This is an optimization exercise on Yosys and OpenROAD, whose aim is small area and a short achievable clock period, not a production implementation. Where RTL was checked, it was by simulation tests only, not by an equivalence proof against the original.

==> job 564 <==
Design dehaze_top, start of the top module:
module dehaze_top #(
    parameter int image_pixels = (512 * 512)
) (
    input  logic         clk,
    input  logic         rst,
    input  logic         in_valid,
    input  logic [215:0] window,
    input  logic [23:0]  light,
    input  logic [47:0]  inv_light,
    output logic [23:0]  pixel_out,
    output logic         out_valid,
    output logic         done
);
Settings: LEC_CHECK=0, CAP_MARGIN=20, CORE_MARGIN=2, CORE_UTILIZATION=40, SETUP_SLACK_MARGIN=3.3, SLEW_MARGIN=20; clock period 9.0 ns.
run.sh (not shown) runs the stock make flow with config.mk's settings and CLKGATE_MAP_FILE= SYNTH_SCRIPT=/design/flow/synth_recipe.tcl, a recipe that flattens the netlist after the stock synthesis.
==> job 7430: changes against job 564 <==
--- a/flow/design.v
+++ b/flow/design.v
@@ -17,35 +17,35 @@
     end
 endmodule
 `default_nettype wire
 `timescale 1ns/1ps
 `default_nettype none
 module recip_table (
     input  logic [7:0]  s,
-    output logic [15:0] r
+    output logic [15:0] r,
+    output logic [17:0] r3
 );
-    localparam logic [256*16-1:0] table_bits = {
-        256'ha000a000a000a000a000a000a000a000a000a000a000a000a000a000a000a000,
-        256'ha000a000a000a000a000a000a000a000a000a0009a8094f08f808ac086608200,
-        256'h7e007a4076b8736070006d386a6467b0652062b060005e285c005a005800563c,
-        256'h547452c0511c4f884e004c904b2849cc487e473c460044d843b4429a41884080,
-        256'h3f803e883d983cb03bcc3af03a183948387e37ba36fa3640358a34da342e3384,
-        256'h32e0324131a6310d307a2fe02f5c2ed02e482dc42d422cc32c472bce2b582ae2,
-        256'h2a722a002998292828c0285a27f02794273226d32676261a25c02568251124bc,
-        256'h2468241623c42376232822dc2290224821fc21b6216f212a20e620a320612000,
-        256'h1fe01fa11f631f251ee91eae1e741e3c1e001dca1d921d5c1d271cf21cbe1c8b,
-        256'h1c581c261bf51bc41b951b651b371b091adb1ab01a821a571a2c1a0019d819ae,
-        256'h1985195c1934190d18e418bf18991874184f182a180017e217be179b17781756,
-        256'h1734171316f216d116b11691167116521633161415f615d815ba159d15801563,
-        256'h1547152a150f14f314d814bd14a21488146d1453143a1420140713ee13d513bd,
-        256'h13a5138c1375135d1346132f1318130012eb12d512be12a81293127d12681253,
-        256'h123e122a1215120011ec11d811c511b1119e118a117711641151113f112c111a,
-        256'h110710f510e410d210c010af109d108c107b106a105910491038102810181000
-    };
-    assign r = table_bits[16*s +: 16];
+    function automatic logic [15:0] recip_entry(input logic [7:0] idx);
+        logic [31:0] th;
+        logic [31:0] den;
+        logic [31:0] quo;
+        th  = 32'd255 - {24'd0, idx};
+        if (th < 32'd25) th = 32'd25;
+        den = (th << 8) + 32'd128;
+        quo = 32'h1000_0000 / den;
+        recip_entry = (quo > 32'd65535) ? 16'hFFFF : quo[15:0];
+    endfunction
+    logic [15:0] rom [256];
+    logic [17:0] rom3 [256];
+    for (genvar k = 0; k < 256; k++) begin : g_rom
+        assign rom[k]  = recip_entry(k);
+        assign rom3[k] = 18'd3 * {2'b00, recip_entry(k)};
+    end
+    assign r  = rom[s];
+    assign r3 = rom3[s];
 endmodule
 `default_nettype wire
 `timescale 1ns/1ps
 `default_nettype none
 module recover_chan (
     input  logic [7:0] a,
     input  logic [7:0] q,
@@ -72,15 +72,15 @@
     output logic         out_valid,
     output logic         done
 );
     localparam bit c_sum  = 1'b1;    
     localparam bit c_mean = 1'b0;   
     localparam bit c_sel  = 1'b1;    
     localparam bit c_dark = 1'b1;   
-    localparam bit c_rom  = 1'b1;    
+    localparam bit c_rom  = 1'b0;    
     localparam bit c_q    = 1'b1;      
     localparam bit c_out  = 1'b0;    
     localparam int lat = c_sum + c_mean + c_sel + c_dark + c_rom + c_q + c_out;
     localparam int cnt_w = $clog2(image_pixels + 1);
     logic [11:0] sum_r1, sum_g1, sum_b1;
     logic [47:0] il1, il2;
     logic [23:0] p1, a1, p2, a2, p3, a3, p4, a4, a5, a6;
@@ -1375,16 +1375,15 @@
     pipe_delay #(.width(24+48), .en(c_sel)) r_sel (.clk(clk),
         .din({min_mean, min_inv, p2, a2}),
         .dout({m3, il3, p3, a3}));
     assign s = (|dark_prod[23:16]) ? 8'hFF : dark_prod[15:8];
     pipe_delay #(.width(8+48), .en(c_dark)) r_dark (.clk(clk),
         .din({s, p3, a3}),
         .dout({s4, p4, a4}));
-    recip_table rt (.s(s4), .r(r));
-    assign r3 = {2'b00, r} + {1'b0, r, 1'b0};
+    recip_table rt (.s(s4), .r(r), .r3(r3));
     for (genvar c = 0; c < 3; c++) begin : g_diff
         assign up[c] = p4[8*c +: 8] >= a4[8*c +: 8];
         assign d[8*c +: 8] = up[c] ? (p4[8*c +: 8] - a4[8*c +: 8]) : (a4[8*c +: 8] - p4[8*c +: 8]);
     end
     pipe_delay #(.width(16+18+24+3+24), .en(c_rom)) r_rom (.clk(clk),
         .din({r, r3, d, up, a4}),
         .dout({r5, r35, d5, up5, a5}));
==> flow/config.mk (replaced) <==
export PLATFORM = sky130hd
export DESIGN_NAME = dehaze_top
export DESIGN_NICKNAME = dehaze_top
export VERILOG_FILES = /design/flow/design.v
export SDC_FILE = /design/flow/constraint.sdc
export NUM_CORES = 4
export LEC_CHECK = 0
export CAP_MARGIN = 20
export CORE_MARGIN = 2
export CORE_UTILIZATION = 40
export SLEW_MARGIN = 20
==> notes.md <==
|  | job 7430 | job 564 |
|---|---|---|
| Critical Path Sink | r_q.dout[42] | pixel_out[12] |
| Critical path class | flip-flop to flip-flop | flip-flop to primary output |
| Compound-cell area share of the yosys netlist | 22.6% | 16.0% |
| Row count | 114 | 112 |
| Critical register-to-register path endpoint | r_q.dout[42] | r_rom.dout[68] |
| Synthesized instance count | 4861 | 4070 |
| # resized after CTS | 0 | 20 |
| Slew at the pin closest to its max-slew limit | 1340 ps | 1060 ps |
| Seq area share | 14.6% | 19.6% |
| Buffers outside the clock class | 667 | 370 |
| Initial cell density of the core | 40.3% | 40.1% |
| Final worst setup slack | 439 ps | 3480 ps |
| Area of the die | 99600 µm² | 95700 µm² |
| Floorplan core area | 96400 µm² | 92900 µm² |
| Hold-critical path endpoint | r_dark.dout[14] | r_sel.dout[3] |
| Top Metal Used | met5 | met4 |
| DRC violation total after the first TritonRoute iteration | 5181 | 2050 |
| Max FO, Critical Path | 35 | 5 |
| Num CTS Buffers | 40 | 49 |
| TAP cells | 1276 | 1254 |
| Run status | timing/DRC/antenna clean | timing/DRC/antenna clean |
| Library cells used by synthesis | 105 | 89 |
| Worst hold margin | 304 ps | 322 ps |
| Crit. path cell count | 28 | 14 |
No functional check of the RTL was part of job 7430.

port drivers added, routing unchanged:
In the flow no input, the clock included, has a driving cell. The finished layouts below were timed again as built, in two steps. Step 1, drivers: a clkbuf_16 drives clk and a buf_2 each remaining input, both assumed. Step 2 adds t to the input delays and takes it off the output delays; t is the mean of the earliest and latest rising clock arrival at the registers after step 1. Input paths then give back, and output paths get back, about the clock's delay inside the block. a / b / c = ideal ports / drivers / drivers and shift; a / b = the first two.
run	t (ns)	slack for setup (ns)	hold slack, ns	worst slew at a driven data input, ns
job 564	0.677	3.476 / 3.410 / 2.845	0.322 / 0.322 / 0.322	0.13
job 7430	0.700	0.439 / 0.439 / 0.439	0.304 / 0.304 / 0.304	0.08
After both steps every run listed still meets setup and hold. For job 564, which loses most, drivers alone change the setup slack by -0.066 ns; drivers and shift together by -0.631 ns.
